From an optimization exercise on the open Yosys and OpenROAD flow, aimed at small area, a short achievable clock period and few clock cycles; shortcuts taken in it are not production practice. At most, simulation tests tie the RTL to the original design; equivalence was not proved. Only the layout flow was run in runs 2 and 3; the RTL was not checked for function there. Power and IR drop assume default switching activity.

==> flow/design.v (outline; a module is shown in full before it is edited, if it fits) <==
// module dsp_mac_ex_unit: 1777 lines
// module dsp_fa: 10 lines
// module dsp_ha: 9 lines
module dsp_mac_ex_unit #(
   parameter int ACC_W = 64
) (
   input  logic             clk,
   input  logic             rst,
   input  logic             start,
   input  logic [2:0]       op,
   input  logic [31:0]      rs1_val,
   input  logic [31:0]      rs2_val,
   input  logic [4:0]       rd_in,
   input  logic             ex_stall,
   input  logic             ex_flush,
   output logic             busy,
   output logic             result_valid,
   output logic [31:0]      result,
   output logic [4:0]       result_rd,
   output logic [ACC_W-1:0] acc_out
   , output logic           sat_flag
);
  // ...
==> flow/flow/run.sh <==
#!/bin/bash
# Standard layout, with the port buffers made from a regular buffer cell.
export BUFFER_PORTS_ARGS="-buffer_cell sky130_fd_sc_hd__buf_2"
bash standard.sh > standard.log 2>&1
==> flow/standard.sh <==
#!/bin/bash
# synth_recipe.tcl (not shown) runs the flow's synth.tcl, then flattens the netlist and writes it again
# the make line also repeats each setting of config.mk as NAME=value (left out here)
make -C /OpenROAD-flow-scripts/flow DESIGN_CONFIG=/design/flow/config.mk WORK_HOME=/design/flow/orfs CLKGATE_MAP_FILE= SYNTH_SCRIPT=/design/flow/synth_recipe.tcl "${@:-finish}"
==> flow/config.mk <==
export PLATFORM = sky130hd
export DESIGN_NAME = dsp_mac_ex_unit
export DESIGN_NICKNAME = dsp_mac_ex_unit
export VERILOG_FILES = /design/flow/design.v
export SDC_FILE = /design/flow/constraint.sdc
export NUM_CORES = 4
export LEC_CHECK = 0
export ABC_CLOCK_PERIOD_IN_PS = 5000
export CAP_MARGIN = 5
export CORE_MARGIN = 2
export CORE_UTILIZATION = 40
export SETUP_SLACK_MARGIN = 3.0
export SLEW_MARGIN = 5
export SYNTH_HIERARCHICAL = 1
export SYNTH_MINIMUM_KEEP_SIZE = 0
==> flow/constraint.sdc <==
create_clock -name core_clock -period 9.0 [get_ports {clk}]
set_input_delay 1.8000 -clock core_clock [delete_from_list [all_inputs] [get_ports {clk}]]
set_output_delay 1.8000 -clock core_clock [all_outputs]
set_load 0.01 [all_outputs]
==> out/summary.txt, run 1 <==
Leading cell kind: multi-input gates
Non-clock buffering overhead: 0.05718
Reg area: 5445 sq um
cell family with most CP delay: adder cells
Buffers on Ports: 180
Post-synth EDFFs: 138
Final Total Pwr: 14130 uW
leakage power: 0.01379 uW
I/O pin count: 181
Synth Area in XOR/XNOR: 0.1640
Hold Path Stages: 2
Antenna Nets Post-Route: 0
nets: 3902
Die Ht: 288.7 um
Hold Crit Class: reg -> reg
Vias/cell: 6.338
fin crit period: 5.925 ns
Crit. Startpoint: op[1]
status: no timing/DRC/antenna violations
GRT Util Overall: 0.2930
Layout Utilization: 0.4495
CTS max path bufs: 3
sequential cell area share: 0.1506
Clock Power: 924 uW
cts bufs inserted: 23
reg2reg start: s_q[0]$_DFFE_PN_
mux contribution to synthesized area: 0.004632
ys async rst share: 0
count leader, synth: xnor2_1
Seq cells post-synth: 203
Multi-Input Combinational: 2586
met2 Usage GRT: 0.4343
highest metal used: met5
Sink Count: 203
Clock power frac: 0.065
core area: 80420 sq um
Die X: 288.7 um
clock-pin slew on the worst setup and hold paths: 0.07 ns
peak supply drop: 216.6 uV
wl on met1: 50620 um
Testbench counts, summed over its fixed seeds: cycles 9,600.
==> inputs of run 2 (changes only) <==
--- a/flow/design.v
+++ b/flow/design.v
@@ -1729,17 +1729,277 @@
    dsp_ha u_ha48 (.a(1'b1), .b(acc_g[63]), .s(hs47), .co(hc47));
    dsp_ha u_ha49 (.a(1'b1), .b(acc_g[63]), .s(hs48), .co(hc48));
    assign cs_s = {hc47, fc495, fc494, fc493, fc492, fc491, fc490, fc489, fc488, fc487, fc486, fc485, fc484, fc483, fc482, fc481, fc480, fc479, fc478, fc477, fc476, fc475, fc474, fc473, fc472, fc471, fc470, fc469, fc468, fc467, fc466, fc465, fc464, fc463, fc462, fc461, fc460, fc459, fc458, fc457, fc456, fc455, fc454, fc453, fc452, fc451, fc450, fc449, fc448, fc447, fc446, fc445, fc444, fc443, fc442, fc441, fc440, fc439, fc438, fc437, fc436, fc435, hc46, hc45, hs45};
    assign cs_c = {hs48, hs47, fs495, fs494, fs493, fs492, fs491, fs490, fs489, fs488, fs487, fs486, fs485, fs484, fs483, fs482, fs481, fs480, fs479, fs478, fs477, fs476, fs475, fs474, fs473, fs472, fs471, fs470, fs469, fs468, fs467, fs466, fs465, fs464, fs463, fs462, fs461, fs460, fs459, fs458, fs457, fs456, fs455, fs454, fs453, fs452, fs451, fs450, fs449, fs448, fs447, fs446, fs445, fs444, fs443, fs442, fs441, fs440, fs439, fs438, fs437, fs436, fs435, hs46, pp0[0]};
    logic [64:0] sum;
    logic        sat;
    logic        hi;
    logic [63:0] acc_new;
-   assign sum = s_q + c_q;
+   logic [64:0] cp_g0, cp_p0;
+   assign cp_g0 = s_q & c_q;
+   assign cp_p0 = s_q ^ c_q;
+   logic cg0; dsp_g u_g1 (.gh(cp_g0[1]), .ph(cp_p0[1]), .gl(cp_g0[0]), .g(cg0));
+   logic cg1, cpp1; dsp_gp u_gp2 (.gh(cp_g0[3]), .ph(cp_p0[3]), .gl(cp_g0[2]), .pl(cp_p0[2]), .g(cg1), .p(cpp1));
+   logic cg2, cpp2; dsp_gp u_gp3 (.gh(cp_g0[5]), .ph(cp_p0[5]), .gl(cp_g0[4]), .pl(cp_p0[4]), .g(cg2), .p(cpp2));
+   logic cg3, cpp3; dsp_gp u_gp4 (.gh(cp_g0[7]), .ph(cp_p0[7]), .gl(cp_g0[6]), .pl(cp_p0[6]), .g(cg3), .p(cpp3));
+   logic cg4, cpp4; dsp_gp u_gp5 (.gh(cp_g0[9]), .ph(cp_p0[9]), .gl(cp_g0[8]), .pl(cp_p0[8]), .g(cg4), .p(cpp4));
+   logic cg5, cpp5; dsp_gp u_gp6 (.gh(cp_g0[11]), .ph(cp_p0[11]), .gl(cp_g0[10]), .pl(cp_p0[10]), .g(cg5), .p(cpp5));
+   logic cg6, cpp6; dsp_gp u_gp7 (.gh(cp_g0[13]), .ph(cp_p0[13]), .gl(cp_g0[12]), .pl(cp_p0[12]), .g(cg6), .p(cpp6));
+   logic cg7, cpp7; dsp_gp u_gp8 (.gh(cp_g0[15]), .ph(cp_p0[15]), .gl(cp_g0[14]), .pl(cp_p0[14]), .g(cg7), .p(cpp7));
+   logic cg8, cpp8; dsp_gp u_gp9 (.gh(cp_g0[17]), .ph(cp_p0[17]), .gl(cp_g0[16]), .pl(cp_p0[16]), .g(cg8), .p(cpp8));
+   logic cg9, cpp9; dsp_gp u_gp10 (.gh(cp_g0[19]), .ph(cp_p0[19]), .gl(cp_g0[18]), .pl(cp_p0[18]), .g(cg9), .p(cpp9));
+   logic cg10, cpp10; dsp_gp u_gp11 (.gh(cp_g0[21]), .ph(cp_p0[21]), .gl(cp_g0[20]), .pl(cp_p0[20]), .g(cg10), .p(cpp10));
+   logic cg11, cpp11; dsp_gp u_gp12 (.gh(cp_g0[23]), .ph(cp_p0[23]), .gl(cp_g0[22]), .pl(cp_p0[22]), .g(cg11), .p(cpp11));
+   logic cg12, cpp12; dsp_gp u_gp13 (.gh(cp_g0[25]), .ph(cp_p0[25]), .gl(cp_g0[24]), .pl(cp_p0[24]), .g(cg12), .p(cpp12));
+   logic cg13, cpp13; dsp_gp u_gp14 (.gh(cp_g0[27]), .ph(cp_p0[27]), .gl(cp_g0[26]), .pl(cp_p0[26]), .g(cg13), .p(cpp13));
+   logic cg14, cpp14; dsp_gp u_gp15 (.gh(cp_g0[29]), .ph(cp_p0[29]), .gl(cp_g0[28]), .pl(cp_p0[28]), .g(cg14), .p(cpp14));
+   logic cg15, cpp15; dsp_gp u_gp16 (.gh(cp_g0[31]), .ph(cp_p0[31]), .gl(cp_g0[30]), .pl(cp_p0[30]), .g(cg15), .p(cpp15));
+   logic cg16, cpp16; dsp_gp u_gp17 (.gh(cp_g0[33]), .ph(cp_p0[33]), .gl(cp_g0[32]), .pl(cp_p0[32]), .g(cg16), .p(cpp16));
+   logic cg17, cpp17; dsp_gp u_gp18 (.gh(cp_g0[35]), .ph(cp_p0[35]), .gl(cp_g0[34]), .pl(cp_p0[34]), .g(cg17), .p(cpp17));
+   logic cg18, cpp18; dsp_gp u_gp19 (.gh(cp_g0[37]), .ph(cp_p0[37]), .gl(cp_g0[36]), .pl(cp_p0[36]), .g(cg18), .p(cpp18));
+   logic cg19, cpp19; dsp_gp u_gp20 (.gh(cp_g0[39]), .ph(cp_p0[39]), .gl(cp_g0[38]), .pl(cp_p0[38]), .g(cg19), .p(cpp19));
+   logic cg20, cpp20; dsp_gp u_gp21 (.gh(cp_g0[41]), .ph(cp_p0[41]), .gl(cp_g0[40]), .pl(cp_p0[40]), .g(cg20), .p(cpp20));
+   logic cg21, cpp21; dsp_gp u_gp22 (.gh(cp_g0[43]), .ph(cp_p0[43]), .gl(cp_g0[42]), .pl(cp_p0[42]), .g(cg21), .p(cpp21));
+   logic cg22, cpp22; dsp_gp u_gp23 (.gh(cp_g0[45]), .ph(cp_p0[45]), .gl(cp_g0[44]), .pl(cp_p0[44]), .g(cg22), .p(cpp22));
+   logic cg23, cpp23; dsp_gp u_gp24 (.gh(cp_g0[47]), .ph(cp_p0[47]), .gl(cp_g0[46]), .pl(cp_p0[46]), .g(cg23), .p(cpp23));
+   logic cg24, cpp24; dsp_gp u_gp25 (.gh(cp_g0[49]), .ph(cp_p0[49]), .gl(cp_g0[48]), .pl(cp_p0[48]), .g(cg24), .p(cpp24));
+   logic cg25, cpp25; dsp_gp u_gp26 (.gh(cp_g0[51]), .ph(cp_p0[51]), .gl(cp_g0[50]), .pl(cp_p0[50]), .g(cg25), .p(cpp25));
+   logic cg26, cpp26; dsp_gp u_gp27 (.gh(cp_g0[53]), .ph(cp_p0[53]), .gl(cp_g0[52]), .pl(cp_p0[52]), .g(cg26), .p(cpp26));
+   logic cg27, cpp27; dsp_gp u_gp28 (.gh(cp_g0[55]), .ph(cp_p0[55]), .gl(cp_g0[54]), .pl(cp_p0[54]), .g(cg27), .p(cpp27));
+   logic cg28, cpp28; dsp_gp u_gp29 (.gh(cp_g0[57]), .ph(cp_p0[57]), .gl(cp_g0[56]), .pl(cp_p0[56]), .g(cg28), .p(cpp28));
+   logic cg29, cpp29; dsp_gp u_gp30 (.gh(cp_g0[59]), .ph(cp_p0[59]), .gl(cp_g0[58]), .pl(cp_p0[58]), .g(cg29), .p(cpp29));
+   logic cg30, cpp30; dsp_gp u_gp31 (.gh(cp_g0[61]), .ph(cp_p0[61]), .gl(cp_g0[60]), .pl(cp_p0[60]), .g(cg30), .p(cpp30));
+   logic cg31, cpp31; dsp_gp u_gp32 (.gh(cp_g0[63]), .ph(cp_p0[63]), .gl(cp_g0[62]), .pl(cp_p0[62]), .g(cg31), .p(cpp31));
+   logic cg32; dsp_g u_g33 (.gh(cg1), .ph(cpp1), .gl(cg0), .g(cg32));
+   logic cg33, cpp33; dsp_gp u_gp34 (.gh(cg2), .ph(cpp2), .gl(cg1), .pl(cpp1), .g(cg33), .p(cpp33));
+   logic cg34, cpp34; dsp_gp u_gp35 (.gh(cg3), .ph(cpp3), .gl(cg2), .pl(cpp2), .g(cg34), .p(cpp34));
+   logic cg35, cpp35; dsp_gp u_gp36 (.gh(cg4), .ph(cpp4), .gl(cg3), .pl(cpp3), .g(cg35), .p(cpp35));
+   logic cg36, cpp36; dsp_gp u_gp37 (.gh(cg5), .ph(cpp5), .gl(cg4), .pl(cpp4), .g(cg36), .p(cpp36));
+   logic cg37, cpp37; dsp_gp u_gp38 (.gh(cg6), .ph(cpp6), .gl(cg5), .pl(cpp5), .g(cg37), .p(cpp37));
+   logic cg38, cpp38; dsp_gp u_gp39 (.gh(cg7), .ph(cpp7), .gl(cg6), .pl(cpp6), .g(cg38), .p(cpp38));
+   logic cg39, cpp39; dsp_gp u_gp40 (.gh(cg8), .ph(cpp8), .gl(cg7), .pl(cpp7), .g(cg39), .p(cpp39));
+   logic cg40, cpp40; dsp_gp u_gp41 (.gh(cg9), .ph(cpp9), .gl(cg8), .pl(cpp8), .g(cg40), .p(cpp40));
+   logic cg41, cpp41; dsp_gp u_gp42 (.gh(cg10), .ph(cpp10), .gl(cg9), .pl(cpp9), .g(cg41), .p(cpp41));
+   logic cg42, cpp42; dsp_gp u_gp43 (.gh(cg11), .ph(cpp11), .gl(cg10), .pl(cpp10), .g(cg42), .p(cpp42));
+   logic cg43, cpp43; dsp_gp u_gp44 (.gh(cg12), .ph(cpp12), .gl(cg11), .pl(cpp11), .g(cg43), .p(cpp43));
+   logic cg44, cpp44; dsp_gp u_gp45 (.gh(cg13), .ph(cpp13), .gl(cg12), .pl(cpp12), .g(cg44), .p(cpp44));
+   logic cg45, cpp45; dsp_gp u_gp46 (.gh(cg14), .ph(cpp14), .gl(cg13), .pl(cpp13), .g(cg45), .p(cpp45));
+   logic cg46, cpp46; dsp_gp u_gp47 (.gh(cg15), .ph(cpp15), .gl(cg14), .pl(cpp14), .g(cg46), .p(cpp46));
+   logic cg47, cpp47; dsp_gp u_gp48 (.gh(cg16), .ph(cpp16), .gl(cg15), .pl(cpp15), .g(cg47), .p(cpp47));
+   logic cg48, cpp48; dsp_gp u_gp49 (.gh(cg17), .ph(cpp17), .gl(cg16), .pl(cpp16), .g(cg48), .p(cpp48));
+   logic cg49, cpp49; dsp_gp u_gp50 (.gh(cg18), .ph(cpp18), .gl(cg17), .pl(cpp17), .g(cg49), .p(cpp49));
+   logic cg50, cpp50; dsp_gp u_gp51 (.gh(cg19), .ph(cpp19), .gl(cg18), .pl(cpp18), .g(cg50), .p(cpp50));
+   logic cg51, cpp51; dsp_gp u_gp52 (.gh(cg20), .ph(cpp20), .gl(cg19), .pl(cpp19), .g(cg51), .p(cpp51));
+   logic cg52, cpp52; dsp_gp u_gp53 (.gh(cg21), .ph(cpp21), .gl(cg20), .pl(cpp20), .g(cg52), .p(cpp52));
+   logic cg53, cpp53; dsp_gp u_gp54 (.gh(cg22), .ph(cpp22), .gl(cg21), .pl(cpp21), .g(cg53), .p(cpp53));
+   logic cg54, cpp54; dsp_gp u_gp55 (.gh(cg23), .ph(cpp23), .gl(cg22), .pl(cpp22), .g(cg54), .p(cpp54));
+   logic cg55, cpp55; dsp_gp u_gp56 (.gh(cg24), .ph(cpp24), .gl(cg23), .pl(cpp23), .g(cg55), .p(cpp55));
+   logic cg56, cpp56; dsp_gp u_gp57 (.gh(cg25), .ph(cpp25), .gl(cg24), .pl(cpp24), .g(cg56), .p(cpp56));
+   logic cg57, cpp57; dsp_gp u_gp58 (.gh(cg26), .ph(cpp26), .gl(cg25), .pl(cpp25), .g(cg57), .p(cpp57));
+   logic cg58, cpp58; dsp_gp u_gp59 (.gh(cg27), .ph(cpp27), .gl(cg26), .pl(cpp26), .g(cg58), .p(cpp58));
+   logic cg59, cpp59; dsp_gp u_gp60 (.gh(cg28), .ph(cpp28), .gl(cg27), .pl(cpp27), .g(cg59), .p(cpp59));
+   logic cg60, cpp60; dsp_gp u_gp61 (.gh(cg29), .ph(cpp29), .gl(cg28), .pl(cpp28), .g(cg60), .p(cpp60));
+   logic cg61, cpp61; dsp_gp u_gp62 (.gh(cg30), .ph(cpp30), .gl(cg29), .pl(cpp29), .g(cg61), .p(cpp61));
+   logic cg62, cpp62; dsp_gp u_gp63 (.gh(cg31), .ph(cpp31), .gl(cg30), .pl(cpp30), .g(cg62), .p(cpp62));
+   logic cg63; dsp_g u_g64 (.gh(cg33), .ph(cpp33), .gl(cg0), .g(cg63));
+   logic cg64; dsp_g u_g65 (.gh(cg34), .ph(cpp34), .gl(cg32), .g(cg64));
+   logic cg65, cpp65; dsp_gp u_gp66 (.gh(cg35), .ph(cpp35), .gl(cg33), .pl(cpp33), .g(cg65), .p(cpp65));
+   logic cg66, cpp66; dsp_gp u_gp67 (.gh(cg36), .ph(cpp36), .gl(cg34), .pl(cpp34), .g(cg66), .p(cpp66));
+   logic cg67, cpp67; dsp_gp u_gp68 (.gh(cg37), .ph(cpp37), .gl(cg35), .pl(cpp35), .g(cg67), .p(cpp67));
+   logic cg68, cpp68; dsp_gp u_gp69 (.gh(cg38), .ph(cpp38), .gl(cg36), .pl(cpp36), .g(cg68), .p(cpp68));
+   logic cg69, cpp69; dsp_gp u_gp70 (.gh(cg39), .ph(cpp39), .gl(cg37), .pl(cpp37), .g(cg69), .p(cpp69));
+   logic cg70, cpp70; dsp_gp u_gp71 (.gh(cg40), .ph(cpp40), .gl(cg38), .pl(cpp38), .g(cg70), .p(cpp70));
+   logic cg71, cpp71; dsp_gp u_gp72 (.gh(cg41), .ph(cpp41), .gl(cg39), .pl(cpp39), .g(cg71), .p(cpp71));
+   logic cg72, cpp72; dsp_gp u_gp73 (.gh(cg42), .ph(cpp42), .gl(cg40), .pl(cpp40), .g(cg72), .p(cpp72));
+   logic cg73, cpp73; dsp_gp u_gp74 (.gh(cg43), .ph(cpp43), .gl(cg41), .pl(cpp41), .g(cg73), .p(cpp73));
+   logic cg74, cpp74; dsp_gp u_gp75 (.gh(cg44), .ph(cpp44), .gl(cg42), .pl(cpp42), .g(cg74), .p(cpp74));
+   logic cg75, cpp75; dsp_gp u_gp76 (.gh(cg45), .ph(cpp45), .gl(cg43), .pl(cpp43), .g(cg75), .p(cpp75));
+   logic cg76, cpp76; dsp_gp u_gp77 (.gh(cg46), .ph(cpp46), .gl(cg44), .pl(cpp44), .g(cg76), .p(cpp76));
+   logic cg77, cpp77; dsp_gp u_gp78 (.gh(cg47), .ph(cpp47), .gl(cg45), .pl(cpp45), .g(cg77), .p(cpp77));
+   logic cg78, cpp78; dsp_gp u_gp79 (.gh(cg48), .ph(cpp48), .gl(cg46), .pl(cpp46), .g(cg78), .p(cpp78));
+   logic cg79, cpp79; dsp_gp u_gp80 (.gh(cg49), .ph(cpp49), .gl(cg47), .pl(cpp47), .g(cg79), .p(cpp79));
+   logic cg80, cpp80; dsp_gp u_gp81 (.gh(cg50), .ph(cpp50), .gl(cg48), .pl(cpp48), .g(cg80), .p(cpp80));
+   logic cg81, cpp81; dsp_gp u_gp82 (.gh(cg51), .ph(cpp51), .gl(cg49), .pl(cpp49), .g(cg81), .p(cpp81));
+   logic cg82, cpp82; dsp_gp u_gp83 (.gh(cg52), .ph(cpp52), .gl(cg50), .pl(cpp50), .g(cg82), .p(cpp82));
+   logic cg83, cpp83; dsp_gp u_gp84 (.gh(cg53), .ph(cpp53), .gl(cg51), .pl(cpp51), .g(cg83), .p(cpp83));
+   logic cg84, cpp84; dsp_gp u_gp85 (.gh(cg54), .ph(cpp54), .gl(cg52), .pl(cpp52), .g(cg84), .p(cpp84));
+   logic cg85, cpp85; dsp_gp u_gp86 (.gh(cg55), .ph(cpp55), .gl(cg53), .pl(cpp53), .g(cg85), .p(cpp85));
+   logic cg86, cpp86; dsp_gp u_gp87 (.gh(cg56), .ph(cpp56), .gl(cg54), .pl(cpp54), .g(cg86), .p(cpp86));
+   logic cg87, cpp87; dsp_gp u_gp88 (.gh(cg57), .ph(cpp57), .gl(cg55), .pl(cpp55), .g(cg87), .p(cpp87));
+   logic cg88, cpp88; dsp_gp u_gp89 (.gh(cg58), .ph(cpp58), .gl(cg56), .pl(cpp56), .g(cg88), .p(cpp88));
+   logic cg89, cpp89; dsp_gp u_gp90 (.gh(cg59), .ph(cpp59), .gl(cg57), .pl(cpp57), .g(cg89), .p(cpp89));
+   logic cg90, cpp90; dsp_gp u_gp91 (.gh(cg60), .ph(cpp60), .gl(cg58), .pl(cpp58), .g(cg90), .p(cpp90));
+   logic cg91, cpp91; dsp_gp u_gp92 (.gh(cg61), .ph(cpp61), .gl(cg59), .pl(cpp59), .g(cg91), .p(cpp91));
+   logic cg92, cpp92; dsp_gp u_gp93 (.gh(cg62), .ph(cpp62), .gl(cg60), .pl(cpp60), .g(cg92), .p(cpp92));
+   logic cg93; dsp_g u_g94 (.gh(cg65), .ph(cpp65), .gl(cg0), .g(cg93));
+   logic cg94; dsp_g u_g95 (.gh(cg66), .ph(cpp66), .gl(cg32), .g(cg94));
+   logic cg95; dsp_g u_g96 (.gh(cg67), .ph(cpp67), .gl(cg63), .g(cg95));
+   logic cg96; dsp_g u_g97 (.gh(cg68), .ph(cpp68), .gl(cg64), .g(cg96));
+   logic cg97, cpp97; dsp_gp u_gp98 (.gh(cg69), .ph(cpp69), .gl(cg65), .pl(cpp65), .g(cg97), .p(cpp97));
+   logic cg98, cpp98; dsp_gp u_gp99 (.gh(cg70), .ph(cpp70), .gl(cg66), .pl(cpp66), .g(cg98), .p(cpp98));
+   logic cg99, cpp99; dsp_gp u_gp100 (.gh(cg71), .ph(cpp71), .gl(cg67), .pl(cpp67), .g(cg99), .p(cpp99));
+   logic cg100, cpp100; dsp_gp u_gp101 (.gh(cg72), .ph(cpp72), .gl(cg68), .pl(cpp68), .g(cg100), .p(cpp100));
+   logic cg101, cpp101; dsp_gp u_gp102 (.gh(cg73), .ph(cpp73), .gl(cg69), .pl(cpp69), .g(cg101), .p(cpp101));
+   logic cg102, cpp102; dsp_gp u_gp103 (.gh(cg74), .ph(cpp74), .gl(cg70), .pl(cpp70), .g(cg102), .p(cpp102));
+   logic cg103, cpp103; dsp_gp u_gp104 (.gh(cg75), .ph(cpp75), .gl(cg71), .pl(cpp71), .g(cg103), .p(cpp103));
+   logic cg104, cpp104; dsp_gp u_gp105 (.gh(cg76), .ph(cpp76), .gl(cg72), .pl(cpp72), .g(cg104), .p(cpp104));
+   logic cg105, cpp105; dsp_gp u_gp106 (.gh(cg77), .ph(cpp77), .gl(cg73), .pl(cpp73), .g(cg105), .p(cpp105));
+   logic cg106, cpp106; dsp_gp u_gp107 (.gh(cg78), .ph(cpp78), .gl(cg74), .pl(cpp74), .g(cg106), .p(cpp106));
+   logic cg107, cpp107; dsp_gp u_gp108 (.gh(cg79), .ph(cpp79), .gl(cg75), .pl(cpp75), .g(cg107), .p(cpp107));
+   logic cg108, cpp108; dsp_gp u_gp109 (.gh(cg80), .ph(cpp80), .gl(cg76), .pl(cpp76), .g(cg108), .p(cpp108));
+   logic cg109, cpp109; dsp_gp u_gp110 (.gh(cg81), .ph(cpp81), .gl(cg77), .pl(cpp77), .g(cg109), .p(cpp109));
+   logic cg110, cpp110; dsp_gp u_gp111 (.gh(cg82), .ph(cpp82), .gl(cg78), .pl(cpp78), .g(cg110), .p(cpp110));
+   logic cg111, cpp111; dsp_gp u_gp112 (.gh(cg83), .ph(cpp83), .gl(cg79), .pl(cpp79), .g(cg111), .p(cpp111));
+   logic cg112, cpp112; dsp_gp u_gp113 (.gh(cg84), .ph(cpp84), .gl(cg80), .pl(cpp80), .g(cg112), .p(cpp112));
+   logic cg113, cpp113; dsp_gp u_gp114 (.gh(cg85), .ph(cpp85), .gl(cg81), .pl(cpp81), .g(cg113), .p(cpp113));
+   logic cg114, cpp114; dsp_gp u_gp115 (.gh(cg86), .ph(cpp86), .gl(cg82), .pl(cpp82), .g(cg114), .p(cpp114));
+   logic cg115, cpp115; dsp_gp u_gp116 (.gh(cg87), .ph(cpp87), .gl(cg83), .pl(cpp83), .g(cg115), .p(cpp115));
+   logic cg116, cpp116; dsp_gp u_gp117 (.gh(cg88), .ph(cpp88), .gl(cg84), .pl(cpp84), .g(cg116), .p(cpp116));
+   logic cg117, cpp117; dsp_gp u_gp118 (.gh(cg89), .ph(cpp89), .gl(cg85), .pl(cpp85), .g(cg117), .p(cpp117));
+   logic cg118, cpp118; dsp_gp u_gp119 (.gh(cg90), .ph(cpp90), .gl(cg86), .pl(cpp86), .g(cg118), .p(cpp118));
+   logic cg119, cpp119; dsp_gp u_gp120 (.gh(cg91), .ph(cpp91), .gl(cg87), .pl(cpp87), .g(cg119), .p(cpp119));
+   logic cg120, cpp120; dsp_gp u_gp121 (.gh(cg92), .ph(cpp92), .gl(cg88), .pl(cpp88), .g(cg120), .p(cpp120));
+   logic cg121; dsp_g u_g122 (.gh(cg97), .ph(cpp97), .gl(cg0), .g(cg121));
+   logic cg122; dsp_g u_g123 (.gh(cg98), .ph(cpp98), .gl(cg32), .g(cg122));
+   logic cg123; dsp_g u_g124 (.gh(cg99), .ph(cpp99), .gl(cg63), .g(cg123));
+   logic cg124; dsp_g u_g125 (.gh(cg100), .ph(cpp100), .gl(cg64), .g(cg124));
+   logic cg125; dsp_g u_g126 (.gh(cg101), .ph(cpp101), .gl(cg93), .g(cg125));
+   logic cg126; dsp_g u_g127 (.gh(cg102), .ph(cpp102), .gl(cg94), .g(cg126));
+   logic cg127; dsp_g u_g128 (.gh(cg103), .ph(cpp103), .gl(cg95), .g(cg127));
+   logic cg128; dsp_g u_g129 (.gh(cg104), .ph(cpp104), .gl(cg96), .g(cg128));
+   logic cg129, cpp129; dsp_gp u_gp130 (.gh(cg105), .ph(cpp105), .gl(cg97), .pl(cpp97), .g(cg129), .p(cpp129));
+   logic cg130, cpp130; dsp_gp u_gp131 (.gh(cg106), .ph(cpp106), .gl(cg98), .pl(cpp98), .g(cg130), .p(cpp130));
+   logic cg131, cpp131; dsp_gp u_gp132 (.gh(cg107), .ph(cpp107), .gl(cg99), .pl(cpp99), .g(cg131), .p(cpp131));
+   logic cg132, cpp132; dsp_gp u_gp133 (.gh(cg108), .ph(cpp108), .gl(cg100), .pl(cpp100), .g(cg132), .p(cpp132));
+   logic cg133, cpp133; dsp_gp u_gp134 (.gh(cg109), .ph(cpp109), .gl(cg101), .pl(cpp101), .g(cg133), .p(cpp133));
+   logic cg134, cpp134; dsp_gp u_gp135 (.gh(cg110), .ph(cpp110), .gl(cg102), .pl(cpp102), .g(cg134), .p(cpp134));
+   logic cg135, cpp135; dsp_gp u_gp136 (.gh(cg111), .ph(cpp111), .gl(cg103), .pl(cpp103), .g(cg135), .p(cpp135));
+   logic cg136, cpp136; dsp_gp u_gp137 (.gh(cg112), .ph(cpp112), .gl(cg104), .pl(cpp104), .g(cg136), .p(cpp136));
+   logic cg137, cpp137; dsp_gp u_gp138 (.gh(cg113), .ph(cpp113), .gl(cg105), .pl(cpp105), .g(cg137), .p(cpp137));
+   logic cg138, cpp138; dsp_gp u_gp139 (.gh(cg114), .ph(cpp114), .gl(cg106), .pl(cpp106), .g(cg138), .p(cpp138));
+   logic cg139, cpp139; dsp_gp u_gp140 (.gh(cg115), .ph(cpp115), .gl(cg107), .pl(cpp107), .g(cg139), .p(cpp139));
+   logic cg140, cpp140; dsp_gp u_gp141 (.gh(cg116), .ph(cpp116), .gl(cg108), .pl(cpp108), .g(cg140), .p(cpp140));
+   logic cg141, cpp141; dsp_gp u_gp142 (.gh(cg117), .ph(cpp117), .gl(cg109), .pl(cpp109), .g(cg141), .p(cpp141));
+   logic cg142, cpp142; dsp_gp u_gp143 (.gh(cg118), .ph(cpp118), .gl(cg110), .pl(cpp110), .g(cg142), .p(cpp142));
+   logic cg143, cpp143; dsp_gp u_gp144 (.gh(cg119), .ph(cpp119), .gl(cg111), .pl(cpp111), .g(cg143), .p(cpp143));
+   logic cg144, cpp144; dsp_gp u_gp145 (.gh(cg120), .ph(cpp120), .gl(cg112), .pl(cpp112), .g(cg144), .p(cpp144));
+   logic cg145; dsp_g u_g146 (.gh(cg129), .ph(cpp129), .gl(cg0), .g(cg145));
+   logic cg146; dsp_g u_g147 (.gh(cg130), .ph(cpp130), .gl(cg32), .g(cg146));
+   logic cg147; dsp_g u_g148 (.gh(cg131), .ph(cpp131), .gl(cg63), .g(cg147));
+   logic cg148; dsp_g u_g149 (.gh(cg132), .ph(cpp132), .gl(cg64), .g(cg148));
+   logic cg149; dsp_g u_g150 (.gh(cg133), .ph(cpp133), .gl(cg93), .g(cg149));
+   logic cg150; dsp_g u_g151 (.gh(cg134), .ph(cpp134), .gl(cg94), .g(cg150));
+   logic cg151; dsp_g u_g152 (.gh(cg135), .ph(cpp135), .gl(cg95), .g(cg151));
+   logic cg152; dsp_g u_g153 (.gh(cg136), .ph(cpp136), .gl(cg96), .g(cg152));
+   logic cg153; dsp_g u_g154 (.gh(cg137), .ph(cpp137), .gl(cg121), .g(cg153));
+   logic cg154; dsp_g u_g155 (.gh(cg138), .ph(cpp138), .gl(cg122), .g(cg154));
+   logic cg155; dsp_g u_g156 (.gh(cg139), .ph(cpp139), .gl(cg123), .g(cg155));
+   logic cg156; dsp_g u_g157 (.gh(cg140), .ph(cpp140), .gl(cg124), .g(cg156));
+   logic cg157; dsp_g u_g158 (.gh(cg141), .ph(cpp141), .gl(cg125), .g(cg157));
+   logic cg158; dsp_g u_g159 (.gh(cg142), .ph(cpp142), .gl(cg126), .g(cg158));
+   logic cg159; dsp_g u_g160 (.gh(cg143), .ph(cpp143), .gl(cg127), .g(cg159));
+   logic cg160; dsp_g u_g161 (.gh(cg144), .ph(cpp144), .gl(cg128), .g(cg160));
+   logic cg161; dsp_g u_g162 (.gh(cp_g0[2]), .ph(cp_p0[2]), .gl(cg0), .g(cg161));
+   logic cg162; dsp_g u_g163 (.gh(cp_g0[4]), .ph(cp_p0[4]), .gl(cg32), .g(cg162));
+   logic cg163; dsp_g u_g164 (.gh(cp_g0[6]), .ph(cp_p0[6]), .gl(cg63), .g(cg163));
+   logic cg164; dsp_g u_g165 (.gh(cp_g0[8]), .ph(cp_p0[8]), .gl(cg64), .g(cg164));
+   logic cg165; dsp_g u_g166 (.gh(cp_g0[10]), .ph(cp_p0[10]), .gl(cg93), .g(cg165));
+   logic cg166; dsp_g u_g167 (.gh(cp_g0[12]), .ph(cp_p0[12]), .gl(cg94), .g(cg166));
+   logic cg167; dsp_g u_g168 (.gh(cp_g0[14]), .ph(cp_p0[14]), .gl(cg95), .g(cg167));
+   logic cg168; dsp_g u_g169 (.gh(cp_g0[16]), .ph(cp_p0[16]), .gl(cg96), .g(cg168));
+   logic cg169; dsp_g u_g170 (.gh(cp_g0[18]), .ph(cp_p0[18]), .gl(cg121), .g(cg169));
+   logic cg170; dsp_g u_g171 (.gh(cp_g0[20]), .ph(cp_p0[20]), .gl(cg122), .g(cg170));
+   logic cg171; dsp_g u_g172 (.gh(cp_g0[22]), .ph(cp_p0[22]), .gl(cg123), .g(cg171));
+   logic cg172; dsp_g u_g173 (.gh(cp_g0[24]), .ph(cp_p0[24]), .gl(cg124), .g(cg172));
+   logic cg173; dsp_g u_g174 (.gh(cp_g0[26]), .ph(cp_p0[26]), .gl(cg125), .g(cg173));
+   logic cg174; dsp_g u_g175 (.gh(cp_g0[28]), .ph(cp_p0[28]), .gl(cg126), .g(cg174));
+   logic cg175; dsp_g u_g176 (.gh(cp_g0[30]), .ph(cp_p0[30]), .gl(cg127), .g(cg175));
+   logic cg176; dsp_g u_g177 (.gh(cp_g0[32]), .ph(cp_p0[32]), .gl(cg128), .g(cg176));
+   logic cg177; dsp_g u_g178 (.gh(cp_g0[34]), .ph(cp_p0[34]), .gl(cg145), .g(cg177));
+   logic cg178; dsp_g u_g179 (.gh(cp_g0[36]), .ph(cp_p0[36]), .gl(cg146), .g(cg178));
+   logic cg179; dsp_g u_g180 (.gh(cp_g0[38]), .ph(cp_p0[38]), .gl(cg147), .g(cg179));
+   logic cg180; dsp_g u_g181 (.gh(cp_g0[40]), .ph(cp_p0[40]), .gl(cg148), .g(cg180));
+   logic cg181; dsp_g u_g182 (.gh(cp_g0[42]), .ph(cp_p0[42]), .gl(cg149), .g(cg181));
+   logic cg182; dsp_g u_g183 (.gh(cp_g0[44]), .ph(cp_p0[44]), .gl(cg150), .g(cg182));
+   logic cg183; dsp_g u_g184 (.gh(cp_g0[46]), .ph(cp_p0[46]), .gl(cg151), .g(cg183));
+   logic cg184; dsp_g u_g185 (.gh(cp_g0[48]), .ph(cp_p0[48]), .gl(cg152), .g(cg184));
+   logic cg185; dsp_g u_g186 (.gh(cp_g0[50]), .ph(cp_p0[50]), .gl(cg153), .g(cg185));
+   logic cg186; dsp_g u_g187 (.gh(cp_g0[52]), .ph(cp_p0[52]), .gl(cg154), .g(cg186));
+   logic cg187; dsp_g u_g188 (.gh(cp_g0[54]), .ph(cp_p0[54]), .gl(cg155), .g(cg187));
+   logic cg188; dsp_g u_g189 (.gh(cp_g0[56]), .ph(cp_p0[56]), .gl(cg156), .g(cg188));
+   logic cg189; dsp_g u_g190 (.gh(cp_g0[58]), .ph(cp_p0[58]), .gl(cg157), .g(cg189));
+   logic cg190; dsp_g u_g191 (.gh(cp_g0[60]), .ph(cp_p0[60]), .gl(cg158), .g(cg190));
+   logic cg191; dsp_g u_g192 (.gh(cp_g0[62]), .ph(cp_p0[62]), .gl(cg159), .g(cg191));
+   logic cg192; dsp_g u_g193 (.gh(cp_g0[64]), .ph(cp_p0[64]), .gl(cg160), .g(cg192));
+   assign sum[0] = cp_p0[0];
+   assign sum[1] = cp_p0[1] ^ cp_g0[0];
+   assign sum[2] = cp_p0[2] ^ cg0;
+   assign sum[3] = cp_p0[3] ^ cg161;
+   assign sum[4] = cp_p0[4] ^ cg32;
+   assign sum[5] = cp_p0[5] ^ cg162;
+   assign sum[6] = cp_p0[6] ^ cg63;
+   assign sum[7] = cp_p0[7] ^ cg163;
+   assign sum[8] = cp_p0[8] ^ cg64;
+   assign sum[9] = cp_p0[9] ^ cg164;
+   assign sum[10] = cp_p0[10] ^ cg93;
+   assign sum[11] = cp_p0[11] ^ cg165;
+   assign sum[12] = cp_p0[12] ^ cg94;
+   assign sum[13] = cp_p0[13] ^ cg166;
+   assign sum[14] = cp_p0[14] ^ cg95;
+   assign sum[15] = cp_p0[15] ^ cg167;
+   assign sum[16] = cp_p0[16] ^ cg96;
+   assign sum[17] = cp_p0[17] ^ cg168;
+   assign sum[18] = cp_p0[18] ^ cg121;
+   assign sum[19] = cp_p0[19] ^ cg169;
+   assign sum[20] = cp_p0[20] ^ cg122;
+   assign sum[21] = cp_p0[21] ^ cg170;
+   assign sum[22] = cp_p0[22] ^ cg123;
+   assign sum[23] = cp_p0[23] ^ cg171;
+   assign sum[24] = cp_p0[24] ^ cg124;
+   assign sum[25] = cp_p0[25] ^ cg172;
+   assign sum[26] = cp_p0[26] ^ cg125;
+   assign sum[27] = cp_p0[27] ^ cg173;
+   assign sum[28] = cp_p0[28] ^ cg126;
+   assign sum[29] = cp_p0[29] ^ cg174;
+   assign sum[30] = cp_p0[30] ^ cg127;
+   assign sum[31] = cp_p0[31] ^ cg175;
+   assign sum[32] = cp_p0[32] ^ cg128;
+   assign sum[33] = cp_p0[33] ^ cg176;
+   assign sum[34] = cp_p0[34] ^ cg145;
+   assign sum[35] = cp_p0[35] ^ cg177;
+   assign sum[36] = cp_p0[36] ^ cg146;
+   assign sum[37] = cp_p0[37] ^ cg178;
+   assign sum[38] = cp_p0[38] ^ cg147;
+   assign sum[39] = cp_p0[39] ^ cg179;
+   assign sum[40] = cp_p0[40] ^ cg148;
+   assign sum[41] = cp_p0[41] ^ cg180;
+   assign sum[42] = cp_p0[42] ^ cg149;
+   assign sum[43] = cp_p0[43] ^ cg181;
+   assign sum[44] = cp_p0[44] ^ cg150;
+   assign sum[45] = cp_p0[45] ^ cg182;
+   assign sum[46] = cp_p0[46] ^ cg151;
+   assign sum[47] = cp_p0[47] ^ cg183;
+   assign sum[48] = cp_p0[48] ^ cg152;
+   assign sum[49] = cp_p0[49] ^ cg184;
+   assign sum[50] = cp_p0[50] ^ cg153;
+   assign sum[51] = cp_p0[51] ^ cg185;
+   assign sum[52] = cp_p0[52] ^ cg154;
+   assign sum[53] = cp_p0[53] ^ cg186;
+   assign sum[54] = cp_p0[54] ^ cg155;
+   assign sum[55] = cp_p0[55] ^ cg187;
+   assign sum[56] = cp_p0[56] ^ cg156;
+   assign sum[57] = cp_p0[57] ^ cg188;
+   assign sum[58] = cp_p0[58] ^ cg157;
+   assign sum[59] = cp_p0[59] ^ cg189;
+   assign sum[60] = cp_p0[60] ^ cg158;
+   assign sum[61] = cp_p0[61] ^ cg190;
+   assign sum[62] = cp_p0[62] ^ cg159;
+   assign sum[63] = cp_p0[63] ^ cg191;
+   assign sum[64] = cp_p0[64] ^ cg160;
    assign sat = (op_q[2:1] == 2'b01) && (sum[64] != sum[63]);
    assign hi  = op_q[0] && !op_q[1];
    always_comb begin
       if (op_q[2])
          acc_new = 64'd0;
       else if (sat)
          acc_new = {sum[64], {63{~sum[64]}}};
       else
@@ -1780,16 +2040,35 @@
    input  logic b,
    input  logic c,
    output logic s,
    output logic co
 );
    assign s  = a ^ b ^ c;
    assign co = (a & b) | (c & (a ^ b));
 endmodule
+module dsp_gp (
+   input  logic gh,
+   input  logic ph,
+   input  logic gl,
+   input  logic pl,
+   output logic g,
+   output logic p
+);
+   assign g = gh | (ph & gl);
+   assign p = ph & pl;
+endmodule
+module dsp_g (
+   input  logic gh,
+   input  logic ph,
+   input  logic gl,
+   output logic g
+);
+   assign g = gh | (ph & gl);
+endmodule
 module dsp_ha (
    input  logic a,
    input  logic b,
    output logic s,
    output logic co
 );
    assign s  = a ^ b;
    assign co = a & b;
==> flow/flow/run.sh (replaced) <==
#!/bin/bash
# Standard layout, with the port buffers made from a regular buffer cell.
export BUFFER_PORTS_ARGS="-buffer_cell sky130_fd_sc_hd__buf_4"
bash standard.sh > standard.log 2>&1
==> flow/config.mk (replaced) <==
export PLATFORM = sky130hd
export DESIGN_NAME = dsp_mac_ex_unit
export DESIGN_NICKNAME = dsp_mac_ex_unit
export VERILOG_FILES = /design/flow/design.v
export SDC_FILE = /design/flow/constraint.sdc
export NUM_CORES = 4
export LEC_CHECK = 0
export ABC_CLOCK_PERIOD_IN_PS = 5000
export CAP_MARGIN = 20
export CORE_MARGIN = 2
export CORE_UTILIZATION = 40
export SETUP_SLACK_MARGIN = 3.0
export SLEW_MARGIN = 20
export SYNTH_HIERARCHICAL = 1
export SYNTH_MINIMUM_KEEP_SIZE = 0
==> out/summary.txt, run 2 <==
status: no timing/DRC/antenna violations
Hold Fails Final Rpt: 0
Tcrit/Tclk final: 0.6650
critical path peak fanout: 49
GRT Util Overall: 0.2966 (+0.003536)
first-pass GRT wire length: 183800 um
antenna violations before repair: 1
most common flop cell mapped by yosys: edfxtp_1
R2R depth: 17
Vias/cell: 6.222 (-1.8%)
sw frac: 0.4931
synth-to-layout area growth: 13.28%
routability cong.: 0.9732
I/O pin count: 181 (unchanged)
max incr delay on CP: 0.62 ns
leakage power: 0.01499 uW (+8.7%)
Area contributors post-synth: fa_1, xnor2_1, edfxtp_1, a22oi_1, ha_1
yosys warns: 7
Die Ht: 289.3 um (+0.23%)
Clock Latency Late Sink: 0.53 ns
global route overflow: 0
Clock power frac: 0.064 (about the same)
Synth area leader: fa_1
sequential share of the synthesized area: 0.1672
Post-synth EDFFs: 138 (unchanged)
Antenna Nets Post-Route: 0 (unchanged)
Initial Util: 0.4043
fin crit period: 5.985 ns (+0.05939 ns)
Crit path required time: 9.25 ns
Seq cells post-synth: 203 (unchanged)
core area: 80550 sq um (+0.16%)
syn avg cell area: 10.48 sq um
Rows: 104
Detailed Routing Iterations Pass 1: 8
top post-synthesis cells by count: xnor2_1, a22oi_1, fa_1
biggest regs: c_q x65, s_q x65, acc x64
Final Total Pwr: 14280 uW (+1.0%)
CTS max path bufs: 3 (unchanged)
drt drc: 0
Fmax achieved: 167.1 MHz
Routed WL: 126000 um
CP Capture Type: flip-flop
Worst Tran Pin Value: 1.070 ns
Routed wire per std cell: 29.67 um
H-Tree Depth: 1
Sink Count: 203 (unchanged)
final setup violation count: 0
Hold Buf Count CTS: 0
NetSw: 7040 uW
internal power: 7238 uW
WP buf/inv: 2
die area: 83710 sq um
post-synth top area share: 0.2981
largest net degree at the start of global routing: 97
normalized max-slew margin: 0.2866
Hold Crit Class: reg -> reg
unrepaired setup endpoints after global routing: true
Reg power frac: 0.146
ys async rst share: 0 (unchanged)
routed via count: 26430
fill count: 7494
Worst Skew: 0.02473 ns
max-slew violations: 0
Startpoint Class: input pin
clock-pin slew on the worst setup and hold paths: 0.06 ns (about the same)
Post-DP HPWL: 88490 um
nets: 3886 (-0.41%)
Setup TNS: 0 ns
Hold Path Stages: 2 (unchanged)
logic gate share of total power: 0.790
count leader, synth: xnor2_1
cts bufs inserted: 23 (unchanged)
clk root buf: clkbuf_16
pre-CTS setup slack: 2.018 ns
crit path kind: in -> reg
Syn Std Cell Area: 32570 sq um
Crit path top cell by count: fa_1
pwr/cell area: 387.1 nW/um^2
fraction of layout cells with a size suffix above 1: 0.1538
post-synthesis cell type count: 39
peak supply drop: 251.5 uV (+16%)
Die X: 289.3 um (+0.23%)
Iter 0 DRT Violations: 3503
Critical Path Stages: 10
post-route setup slack: 3.015 ns
commonest non-fill, non-tap cell in the layout: xnor2_1
Crit-path slowest cell: xor2_4
crit path cell chain: buf_12 > xor2_4 > buf_4 > and2_1 > ha_1 > fa_1 > fa_1 > fa_1 > fa_1 > fa_1
vias in the first global route: 26750
most frequent cells in the layout: xnor2_1, a22oi_1, fa_1
Buffers on Ports: 180 (unchanged)
Synth Instances: 3106
CP Data Arrival Time: 6.23 ns
TritonCTS clock tree: done
Max-Cap Viols: 0
cell family with most CP delay: adder cells
==> run 2: worst paths after layout <==
| check | from | to | slack, ns |
|---|---|---|---|
| setup / recovery | op[2] | c_q[25]$_DFFE_PN_ | 3.02 |
| hold / removal | acc[49]$_SDFFE_PP0P_ | acc[49]$_SDFFE_PP0P_ | 0.47 |
| setup reg to reg | s_q[5]$_DFFE_PN_ | acc[49]$_SDFFE_PP0P_ | 5.04 |
| hold reg to reg | acc[49]$_SDFFE_PP0P_ | acc[49]$_SDFFE_PP0P_ | 0.47 |
==> run 2: Yosys stat by module (local to each module, per instance) <==
module | times used | cells | cell area [sq um]
dsp_mac_ex_unit | 1 | 2251 | 20000
dsp_fa | 485 | 1 | 20.02
dsp_gp | 129 | 2 | 13.76
dsp_ha | 49 | 1 | 12.51
dsp_g | 63 | 1 | 7.507
==> run 2: layout make-up <==
| class | count | area, sq um | share of cell area |
|---|---|---|---|
| diodes | 1 | 2.502 | 0.00006783 |
| clock buffers | 28 | 614.3 | 0.01665 |
| clock inverters | 13 | 92.59 | 0.002510 |
| inverters | 53 | 203.9 | 0.005528 |
| multi-input cells | 2559 | 26440 | 0.7167 |
| flip-flops and latches | 203 | 5445 | 0.1476 |
| well taps | 1060 | 1326 | 0.03595 |
| repair buffers | 330 | 2765 | 0.07496 |
==> run 2: cell families after synthesis <==
group,count (synthesis),share of synthesized area
compound gates,923,0.2011
xor+xnor,610,0.1648
fa+ha+maj,639,0.3573
buf+inv,357,0.04614
flops,203,0.1672
mux,15,0.004610
other cells,1,0.0001151
simple gates,358,0.05878
==> run 2: per-layer routing <==
metal  global-route usage  share of wire  routed length, um  vias up
li1                     -              -                  -    10990
met1               0.4003           0.40              50180    13330
met2               0.4452           0.44              55080     1818
met3              0.08591           0.12              15220      291
met4               0.1229          0.044               5540        0
met5                    0              0                  0        -
==> run 2: worst register-to-register path: cells and delay by family, from the launching register on <==
family          cells  cell delay, ns
compound gates      7            1.61
fa+ha+maj           1            0.27
flops               1            0.42
simple gates        3            0.60
xor+xnor            1            0.17
buf+inv             5            0.85
==> run 2: power by group through the flow <==
stage                     clock network [uW]  logic [uW]  registers (uW)
after floorplan                            0        6790            2020
after global placement                     0       10500            2070
after detailed placement                   0       10700            2080
after CTS                                933       11000            2060
after global routing                     967       12300            2110
final                                    919       11300            2080
==> run 2: timing repair <==
item | 4_1_cts | 5_1_grt
pin swaps | 18 | 12
buffers inserted | 37 | 39
gates resized for setup | 66 | 37
endpoints found under the setup margin | 101 | 80
cloned | 12 | 0
==> run 2: metrics by stage <==
step	hold WS [ns]	cell area (sq um)	instances	util
floorplan	0.4840	32590	3112	-
global placement	0.4614	34700	4117	0.4309
detailed placement	0.4635	34700	4117	0.4309
CTS	0.4708	36190	4207	0.4494
global route	0.4902	36890	4246	0.4580
finish	0.4679	36890	4247	0.4580
==> inputs of run 3 (changes only) <==
==> flow/flow/run.sh (replaced) <==
#!/bin/bash
# Standard layout, with the port buffers made from a regular buffer cell.
export BUFFER_PORTS_ARGS="-buffer_cell sky130_fd_sc_hd__buf_2"
bash standard.sh > standard.log 2>&1
==> out/summary.txt, run 3 <==
status: no timing/DRC/antenna violations
Fmax achieved: 168.0 MHz (+0.56%)
Hold Crit Class: reg -> reg
fraction of layout cells with a size suffix above 1: 0.1520 (-0.001788)
die area: 83710 sq um (unchanged)
Worst Skew: 0.04890 ns (+0.02416 ns)
Startpoint Class: input pin
Worst Tran Pin Value: 1.069 ns (-0.001170 ns)
top post-synthesis cells by count: xnor2_1, a22oi_1, fa_1
Sink Count: 203 (unchanged)
Tcrit/Tclk final: 0.6613 (-0.003686)
max incr delay on CP: 0.72 ns (+0.10 ns)
global route overflow: 0 (unchanged)
crit path kind: in -> reg
critical path peak fanout: 33 (-33%)
unrepaired setup endpoints after global routing: true
Buffers on Ports: 180 (unchanged)
post-synth top area share: 0.2981 (unchanged)
H-Tree Depth: 1 (unchanged)
Setup TNS: 0 ns (unchanged)
vias in the first global route: 27570 (+3.1%)
Die Ht: 289.3 um (unchanged)
Post-DP HPWL: 89480 um (+1.1%)
synth-to-layout area growth: 12.10%
crit path cell chain: buf_2 > o21ai_0 > xor2_1 > nor2_1 > ha_1 > inv_1 > fa_1 > fa_1 > fa_1 > fa_1 > fa_1
Crit path top cell by count: fa_1
clock-pin slew on the worst setup and hold paths: 0.07 ns (about the same)
Max-Cap Viols: 0 (unchanged)
cell family with most CP delay: adder cells
Die X: 289.3 um (unchanged)
pre-CTS setup slack: 1.969 ns (-0.04937 ns)
Synth area leader: fa_1
largest net degree at the start of global routing: 97 (unchanged)
syn avg cell area: 10.48 sq um (unchanged)
nets: 3883 (-0.077%)
Iter 0 DRT Violations: 3639 (+3.9%)
Hold Path Stages: 2 (unchanged)
commonest non-fill, non-tap cell in the layout: xnor2_1
Hold Path Origin: acc[60]$_SDFFE_PP0P_
WP buf/inv: 2 (unchanged)
Rows: 104 (unchanged)
cts bufs inserted: 23 (unchanged)
most common flop cell mapped by yosys: edfxtp_1
max-slew violations: 0 (unchanged)
Crit-path slowest cell: buf_2
post-synthesis cell type count: 39 (unchanged)
core area: 80550 sq um (unchanged)
Crit path required time: 9.30 ns (+0.05 ns)
Syn Std Cell Area: 32570 sq um (unchanged)
pwr/cell area: 391.5 nW/um^2 (+1.1%)
leakage power: 0.01492 uW (-0.49%)
clk root buf: clkbuf_16
reg2reg start: c_q[26]$_DFFE_PN_
Clock Latency Late Sink: 0.56 ns (+0.03 ns)
Synth Instances: 3106 (unchanged)
yosys warns: 7 (unchanged)
CP Data Arrival Time: 6.25 ns (+0.02 ns)
antenna violations before repair: 5 (+4)
I/O pin count: 181 (unchanged)
routability cong.: 0.9760 (+0.29%)
peak supply drop: 228.4 uV (-9.2%)
TritonCTS clock tree: done
first-pass GRT wire length: 190600 um (+3.7%)
Initial Util: 0.4043 (unchanged)
Routed wire per std cell: 31.03 um (+4.6%)
Routed WL: 131700 um (+4.5%)
Crit. Startpoint: rs1_val[31]
Hold Buf Count CTS: 0 (unchanged)
Area contributors post-synth: fa_1, xnor2_1, edfxtp_1, a22oi_1, ha_1
Post-synth EDFFs: 138 (unchanged)
fin crit period: 5.951 ns (-0.03317 ns)
Vias/cell: 6.355 (+2.1%)
ys async rst share: 0 (unchanged)
normalized max-slew margin: 0.2874 (+0.0007800)
post-route setup slack: 3.049 ns (+0.03317 ns)
Antenna Nets Post-Route: 0 (unchanged)
final setup violation count: 0 (unchanged)
CP Capture Type: flip-flop
GRT Util Overall: 0.3096 (+0.01303)
drt drc: 0 (unchanged)
final instance area: 36510 sq um (-1.0%)
Post-DP Area: 34370 sq um (-0.97%)
routed via count: 26980 (+2.1%)
count leader, synth: xnor2_1
most frequent cells in the layout: xnor2_1, a22oi_1, fa_1
Critical Path Stages: 11 (+1)
R2R depth: 16 (-1)
Hold Fails Final Rpt: 0 (unchanged)
Detailed Routing Iterations Pass 1: 7 (-1)
sequential share of the synthesized area: 0.1672 (unchanged)
Seq cells post-synth: 203 (unchanged)
biggest regs: c_q x65, s_q x65, acc x64
CTS max path bufs: 3 (unchanged)
Final Total Pwr: 14290 uW (about the same)
-- run 3: logic make-up (layout without fill, tap and decap cells) --
kind of cell	after synthesis	in the layout	share of synthesized area
fa+ha+maj	639	639	0.3573
other cells	1	8	0.0001151
flops	203	203	0.1672
simple gates	358	363	0.05878
mux	15	15	0.004610
buf+inv	357	423	0.04614
xor+xnor	610	611	0.1648
compound gates	923	923	0.2011
-- run 3: through the flow --
stage | instances | utilization | hold slack [ns]
3_3_place_gp | 4132 | 0.4267 | 0.4503
3_5_place_dp | 4132 | 0.4267 | 0.4623
2_1_floorplan | 3112 | - | 0.4840
6_report | 4245 | 0.4532 | 0.4689
4_1_cts | 4231 | 0.4485 | 0.4726
5_1_grt | 4244 | 0.4532 | 0.4867
-- run 3: layer usage --
layer / vias up / part of all wire / track usage
li1: 10970 / - / -
met5: - / 0.00065 / 0
met2: 2031 / 0.43 / 0.4698
met4: 10 / 0.059 / 0.1454
met1: 13520 / 0.38 / 0.4037
met3: 450 / 0.13 / 0.09472
-- run 3: Yosys stat by module (local to each module, per instance) --
module           flops+latches  area [sq um]  cells inside
dsp_mac_ex_unit            203         20000          2251
dsp_fa                       0         20.02             1
dsp_gp                       0         13.76             2
dsp_ha                       0         12.51             1
dsp_g                        0         7.507             1
-- run 3: worst paths after layout --
check | to | slack, ns
worst max-delay path | c_q[34]$_DFFE_PN_ | 3.05
worst min-delay path | acc[60]$_SDFFE_PP0P_ | 0.47
worst max register to register | acc[6]$_SDFFE_PP0P_ | 5.04
worst min register to register | acc[60]$_SDFFE_PP0P_ | 0.47
-- run 3: timing repair --
| action | in CTS | in global routing |
|---|---|---|
| resized for setup | 58 | 44 |
| setup buffers | 48 | 12 |
| pin swaps | 26 | 13 |
| cloned | 9 | 1 |
| setup endpoints to repair | 103 | 71 |
-- run 3: layout make-up --
type | instances | area, sq um
diodes | 1 | 2.502
clock buffers | 25 | 583.1
clock inverters | 17 | 214.0
fillers | 7549 | 44040
inverters | 53 | 203.9
multi-input cells | 2558 | 26400
flip-flops and latches | 203 | 5445
well taps | 1060 | 1326
repair buffers | 328 | 2333
-- run 3: report_power, final --
| part | total, uW | switching, uW | internal, uW |
|---|---|---|---|
| registers | 2110 | 158 | 1950 |
| clock network | 1030 | 440 | 592 |
| logic | 11200 | 6510 | 4650 |
-- run 3: worst register-to-register path: cells and delay by family (launching register included) --
kind / cells / cell delay [ns]
AO/OA/AOI/OAI: 6 / 1.16
XOR/XNOR: 1 / 0.18
adder cells (fa/ha/maj): 1 / 0.37
buffers and inverters: 4 / 0.91
flip-flops: 1 / 0.50
AND/OR/NAND/NOR: 4 / 0.77

[port drivers added, routing unchanged]
The flow's constraints put no driver on any port. The routed layouts listed below were extracted and timed again, unchanged, in two steps.
Step 1 sets driving cells, clkbuf_16 on the clock port and buf_2 on the other inputs (assumed; they add their load-dependent delay and slew).
Step 2 moves the port delays by t, midway between the first and last clock arrival at a register: inputs arrive t later, outputs are due t later. That takes back most of the time a late clock gives input paths.
Three values: ideal ports, drivers, drivers and shift; two values: the first two.
run	shift t [ns]	slack for setup (ns)	worst hold slack (ns)	worst slew at a driven data input, ns
run 1	0.583	3.075 / 3.033 / 2.507	0.503 / 0.503 / 0.503	0.07
run 2	0.572	3.015 / 3.004 / 2.432	0.468 / 0.468 / 0.468	0.09
run 3	0.585	3.049 / 3.011 / 2.480	0.469 / 0.469 / 0.469	0.09
After both steps every run listed still meets setup and hold. For run 2, which loses most, drivers alone change the setup slack by -0.011 ns; drivers and shift together by -0.583 ns.
